This design comes from an exercise in tuning for small area on the open sky130 flow, not from production work. Only simulation tests tie the RTL to the original design; equivalence was not proved. No activity file was given, so power comes from the tool's default toggle rates.

## v19
==> flow/design.v <==
module matrix_column_loader #(
   parameter int          COLS       = 32,
   parameter int          MSG_LEN    = 64,
   parameter int unsigned SCROLL_DIV = 200,
   parameter int          SETUP_CYC  = 2,
   parameter int          HOLD_CYC   = 2
) (
   input  logic                  clk_i,
   input  logic                  rst_i,
   input  logic                  msg_we,
   input  logic [5:0]            msg_addr,
   input  logic [15:0]           msg_data,
   input  logic                  enable,
   output logic [4:0]            column_id,
   output logic [15:0]           in_column,
   output logic                  load,
   output logic                  busy,
   output logic                  frame_done,
   output logic [5:0]            offset
);
   localparam int DW = 16;
   localparam int NR = 64;
   logic [5:0]    q;
   logic [2:0]    r;
   logic          act;         
   logic          had;         
   logic [5:0]    offset_q;
   logic [DW-1:0] in_col_q;
   logic [DW-1:0] pf;          
   logic [5:0]    ph;          
   logic          run;         
   logic          ldc;
   logic [5:0]    ent;         
   logic [5:0]    ent_row;     
   logic [5:0]    wr_row;      
   logic          snoop;
   logic          refresh;
   logic [17:0]   pf_sel;
   logic [DW-1:0] pf_d;
   logic [DW-1:0] ring [NR];
   logic [NR-1:0] sel, nsel;
   logic [DW-1:0] wdata_e, wdata_o;
   logic [5:0]    ph_next;
   logic [7:0]    wr_lo, wr_hi;
   assign ldc     = act && (r == 3'd4) && (q == 6'd63 || q < 6'd31);
   assign ent     = offset_q + q + 6'd1;
   assign ent_row = ent + ph;
   assign wr_row  = msg_addr + ph_next;
   assign snoop   = msg_we && (msg_addr == ent);
   always_ff @(posedge clk_i or posedge rst_i) begin
      if (rst_i) begin
         q        <= 6'd63;
         r        <= 3'd4;
         act      <= 1'b0;
         had      <= 1'b0;
         offset_q <= '0;
         in_col_q <= '0;
         ph       <= '0;
         run      <= 1'b0;
      end else begin
         ph  <= ph_next;
         run <= 1'b1;
         if (r == 3'd4) begin
            r <= 3'd0;
            q <= (q == 6'd38) ? 6'd63 : q + 6'd1;
         end else begin
            r <= r + 3'd1;
         end
         if (q == 6'd63 && r == 3'd3) act <= enable;
         if (ldc) begin
            in_col_q <= pf;
            had      <= 1'b1;
         end
         if (act && q == 6'd32 && r == 3'd0) offset_q <= offset_q + 6'd1;
      end
   end
   assign refresh = (ent_row[1:0] == 2'd0);
   assign pf_sel[17] = snoop;
   assign pf_sel[16] = ~snoop & ~refresh;
   for (genvar k = 0; k < 16; k++) begin : g_tap_sel
      assign pf_sel[k] = ~snoop & refresh & (ent_row[5:2] == 4'(k));
   end
   for (genvar b = 0; b < DW; b++) begin : g_pf
      logic [17:0] term;
      logic [5:0]  grp_n;
      for (genvar k = 0; k < 16; k++) begin : g_term
         assign term[k] = ring[4*k][b];
      end
      assign term[16] = pf[b];
      assign term[17] = msg_data[b];
      for (genvar g = 0; g < 6; g++) begin : g_grp
         mcl_aoi222 u_aoi (
            .a0(term[3*g]), .s0(pf_sel[3*g]), .a1(term[3*g+1]), .s1(pf_sel[3*g+1]),
            .a2(term[3*g+2]), .s2(pf_sel[3*g+2]), .y(grp_n[g])
         );
      end
      mcl_nand6 u_or (.a(grp_n), .y(pf_d[b]));
   end
   always_ff @(posedge clk_i) pf <= pf_d;
   assign ph_next = run ? ph + 6'd1 : {4'd0, ~msg_addr[0], msg_addr[0]};
   assign wdata_o = msg_data & {DW{run}};
   assign wdata_e = ~msg_data;
   for (genvar i = 0; i < 8; i++) begin : g_predec
      assign wr_lo[i] = msg_we && (wr_row[2:0] == 3'(i));
      assign wr_hi[i] = (wr_row[5:3] == 3'(i));
   end
   generate
      for (genvar j = 0; j < NR; j++) begin : g_row
         mcl_rdec #(.ODD(j % 2)) u_dec (
            .pa(wr_lo[j % 8]), .pb(wr_hi[j / 8]), .run(run), .sel(sel[j]), .nsel(nsel[j])
         );
         if (j % 2 == 0) begin : g_even
            mcl_row u_row (
               .clk_i(clk_i), .sel(sel[j]), .nsel(nsel[j]), .w(wdata_e),
               .prev(ring[(j+NR-1)%NR]), .q(ring[j])
            );
         end else begin : g_odd
            mcl_row u_row (
               .clk_i(clk_i), .sel(sel[j]), .nsel(nsel[j]), .w(wdata_o),
               .prev(ring[j-1]), .q(ring[j])
            );
         end
      end
   endgenerate
   assign busy       = act && (q < 6'd32 || (q == 6'd32 && r == 3'd0));
   assign load       = act && q < 6'd32 && (r == 3'd2 || r == 3'd3);
   assign frame_done = act && q == 6'd32 && r == 3'd0;
   assign column_id  = (act && q < 6'd32) ? q[4:0] : {5{had}};
   assign in_column  = in_col_q;
   assign offset     = offset_q;
endmodule
module mcl_row (
   input  logic        clk_i,
   input  logic        sel,
   input  logic        nsel,
   input  logic [15:0] w,
   input  logic [15:0] prev,
   output logic [15:0] q
);
   for (genvar b = 0; b < 16; b++) begin : g_bit
      mcl_bit u_bit (
         .clk_i(clk_i), .sel(sel), .nsel(nsel), .w(w[b]), .prev(prev[b]), .q(q[b])
      );
   end
endmodule
module mcl_bit (
   input  logic clk_i,
   input  logic sel,
   input  logic nsel,
   input  logic w,
   input  logic prev,
   output logic q
);
   always_ff @(posedge clk_i) q <= ~((w | nsel) & (prev | sel));
endmodule
module mcl_aoi222 (
   input  logic a0, s0, a1, s1, a2, s2,
   output logic y
);
   assign y = ~((a0 & s0) | (a1 & s1) | (a2 & s2));
endmodule
module mcl_nand6 (
   input  logic [5:0] a,
   output logic       y
);
   assign y = ~(&a);
endmodule
module mcl_rdec #(
   parameter bit ODD = 1'b0
) (
   input  logic pa,
   input  logic pb,
   input  logic run,
   output logic sel,
   output logic nsel
);
   logic ws_n;
   mcl_nand2 u_ws (.a(pa), .b(pb), .y(ws_n));
   if (!ODD) begin : g_even
      assign nsel = ws_n;
      mcl_nand2 u_sel (.a(ws_n), .b(run), .y(sel));
   end else begin : g_odd
      mcl_nand2 u_sel (.a(ws_n), .b(run), .y(sel));
      mcl_inv u_nsel (.a(sel), .y(nsel));
   end
endmodule
module mcl_nand2 (
   input  logic a,
   input  logic b,
   output logic y
);
   assign y = ~(a & b);
endmodule
module mcl_inv (
   input  logic a,
   output logic y
);
   assign y = ~a;
endmodule
==> flow/config.mk <==
export PLATFORM = sky130hd
export DESIGN_NAME = matrix_column_loader
export DESIGN_NICKNAME = matrix_column_loader
export VERILOG_FILES = /design/flow/design.v
export SDC_FILE = /design/flow/constraint.sdc
export NUM_CORES = 4
export LEC_CHECK = 0
export CAP_MARGIN = 10
export CORE_MARGIN = 2
export CORE_UTILIZATION = 40
export PLACE_DENSITY = 0.8
export SLEW_MARGIN = 10
export SYNTH_HIERARCHICAL = 1
==> flow/constraint.sdc <==
create_clock -name core_clock -period 10.0 [get_ports {clk_i}]
set_input_delay 2.0000 -clock core_clock [delete_from_list [all_inputs] [get_ports {clk_i}]]
set_output_delay 2.0000 -clock core_clock [all_outputs]
set_load 0.01 [all_outputs]
standard.sh (not shown) runs the stock make flow with config.mk's settings and CLKGATE_MAP_FILE= SYNTH_SCRIPT=/design/flow/synth_recipe.tcl, a recipe that flattens the netlist after the stock synthesis.
==> flow/flow/run.sh <==
#!/bin/bash
# Standard ORFS layout, with the smallest buffer on each port; clock tree synthesis adds no dummy balancing loads and builds the
# tree from the given clock buffers and sink clusters. Every step's full output stays in
# orfs/logs; the make output goes to flow_make.log.
set -euo pipefail
export BUFFER_PORTS_ARGS="-buffer_cell sky130_fd_sc_hd__buf_1"
export CTS_ARGS="-sink_clustering_enable -repair_clock_nets -dont_use_dummy_load -buf_list {sky130_fd_sc_hd__clkbuf_8} -sink_clustering_size 18 -sink_clustering_max_diameter 50"
bash standard.sh > flow_make.log 2>&1
### v19 -> v8
# v19
export LEC_CHECK = 0
export CAP_MARGIN = 10
export CORE_MARGIN = 2
export CORE_UTILIZATION = 40
export PLACE_DENSITY = 0.8
export SLEW_MARGIN = 10
export SYNTH_HIERARCHICAL = 1
create_clock -name core_clock -period 10.0 [get_ports {clk_i}]
# v8
export LEC_CHECK = 0
export CAP_MARGIN = 20
export CORE_MARGIN = 2
export CORE_UTILIZATION = 30
export SLEW_MARGIN = 20
export SYNTH_HIERARCHICAL = 1
create_clock -name core_clock -period 10.0 [get_ports {clk_i}]
diff --git a/flow/flow/run.sh b/flow/flow/run.sh
--- a/flow/flow/run.sh
+++ b/flow/flow/run.sh
@@ -6,3 +6,3 @@
 export BUFFER_PORTS_ARGS="-buffer_cell sky130_fd_sc_hd__buf_1"
-export CTS_ARGS="-sink_clustering_enable -repair_clock_nets -dont_use_dummy_load -buf_list {sky130_fd_sc_hd__clkbuf_8} -sink_clustering_size 18 -sink_clustering_max_diameter 50"
+export CTS_ARGS="-sink_clustering_enable -repair_clock_nets -dont_use_dummy_load -buf_list {sky130_fd_sc_hd__clkbuf_16} -sink_clustering_size 32 -sink_clustering_max_diameter 60"
 bash standard.sh > flow_make.log 2>&1
Notes after the runs:
v8 -> v19: sequential power flat. Comparing v19 and v8, the lower non-clock buffer instance count of the final layout is on v19. The die of v8 is larger than the one used in v19. Clock network contribution to total cell area in v8 is 0.80 points above v19. Against v19, v8 comes in 0.55 points lower on multi-input combinational area share. The clock-pin slew of the registers on the worst-case setup and hold paths on v19 is in line with that on v8. The register-to-register slack in v8 sits 160 ps below the value recorded for v19.
[inputs] v50 vs v8
# v8
export LEC_CHECK = 0
export CAP_MARGIN = 20
export CORE_MARGIN = 2
export CORE_UTILIZATION = 30
export SLEW_MARGIN = 20
export SYNTH_HIERARCHICAL = 1
create_clock -name core_clock -period 10.0 [get_ports {clk_i}]
# v50
export LEC_CHECK = 0
export CAP_MARGIN = 20
export CORE_MARGIN = 2
export CORE_UTILIZATION = 50
export PLACE_DENSITY = 0.85
export SLEW_MARGIN = 20
export SYNTH_HIERARCHICAL = 1
create_clock -name core_clock -period 10.0 [get_ports {clk_i}]
diff --git a/flow/flow/run.sh b/flow/flow/run.sh
--- a/flow/flow/run.sh
+++ b/flow/flow/run.sh
@@ -6,3 +6,3 @@
 export BUFFER_PORTS_ARGS="-buffer_cell sky130_fd_sc_hd__buf_1"
-export CTS_ARGS="-sink_clustering_enable -repair_clock_nets -dont_use_dummy_load -buf_list {sky130_fd_sc_hd__clkbuf_16} -sink_clustering_size 32 -sink_clustering_max_diameter 60"
+export CTS_ARGS="-sink_clustering_enable -repair_clock_nets -dont_use_dummy_load -buf_list {sky130_fd_sc_hd__clkbuf_8} -sink_clustering_size 18 -sink_clustering_max_diameter 50"
 bash standard.sh > flow_make.log 2>&1
- v50 went all the way through the flow, and no timing, DRC or antenna check failed.
- Diff v8 -> v50: worst clock skew on the final layout saw a decrease; number of buffers and inverters on the critical path saw an increase; wire length of the first global-routing pass saw a decrease.
- Global routing's busiest layer: met2 -> v50, met1 -> v8
Inputs modified between v50 and v57:
# v50
export LEC_CHECK = 0
export CAP_MARGIN = 20
export CORE_MARGIN = 2
export CORE_UTILIZATION = 50
export PLACE_DENSITY = 0.85
export SLEW_MARGIN = 20
export SYNTH_HIERARCHICAL = 1
create_clock -name core_clock -period 10.0 [get_ports {clk_i}]
# v57
export LEC_CHECK = 0
export CAP_MARGIN = 20
export CORE_MARGIN = 2
export CORE_UTILIZATION = 40
export PLACE_DENSITY = 0.8
export SLEW_MARGIN = 20
export SYNTH_HIERARCHICAL = 1
create_clock -name core_clock -period 10.0 [get_ports {clk_i}]
Results
v57 has completed all stages; timing, DRC and antenna checks passed.
v57 gives less fmax than v50 did.
NOTE: layout overhead on the synthesized area in v57 exceeds that of v50
~same power after layout in v57 and v50
Between v57 and v50, the data required time of the worst path does not differ in any meaningful way.
Against v50 as the reference, v57 delivers a lower fraction of area in registers.
The ratio of final minimum period to clock period of v57 exceeds that of v50 by 1.3 points.
v57 ends up with higher final cell count than v50 does.
Delta (v57 minus v50): wire length of the first global-routing pass was more or less identical; die area went up by 25%.

static timing again, ports no longer ideal:
No port has a modelled driver above. Below, the same layouts with a new extraction and two added sets of constraints.
Step 1, drivers: a clkbuf_16 drives clk_i and a buf_2 each remaining input, both assumed.
Step 2, shift: input delay + t, output delay - t, t = (earliest + latest rising clock arrival at the registers) / 2. This alone moves slack from input paths to output paths.
Slacks: ideal ports / drivers / drivers and shift; pairs: ideal ports / drivers.
| run | t (ns) | setup slack, ns | hold slack, ns | latest minus earliest clock arrival (ns) | worst register clock-pin slew, ns |
|---|---|---|---|---|---|
| v19 | 0.730 | 4.312 / 4.330 / 3.601 | 0.313 / 0.313 / 0.313 | 0.149 / 0.149 | 0.11 / 0.11 |
| v8 | 0.699 | 4.285 / 4.299 / 3.600 | 0.335 / 0.335 / 0.335 | 0.156 / 0.155 | 0.12 / 0.12 |
| v50 | 0.734 | 4.444 / 4.457 / 3.723 | 0.359 / 0.359 / 0.359 | 0.123 / 0.122 | 0.11 / 0.11 |
| v57 | 0.730 | 4.312 / 4.330 / 3.601 | 0.313 / 0.313 / 0.313 | 0.149 / 0.149 | 0.11 / 0.11 |
After both steps setup and hold are still met in every run listed. The setup slack of v50, which loses most, moves by +0.013 ns with the drivers and by -0.721 ns with both steps.
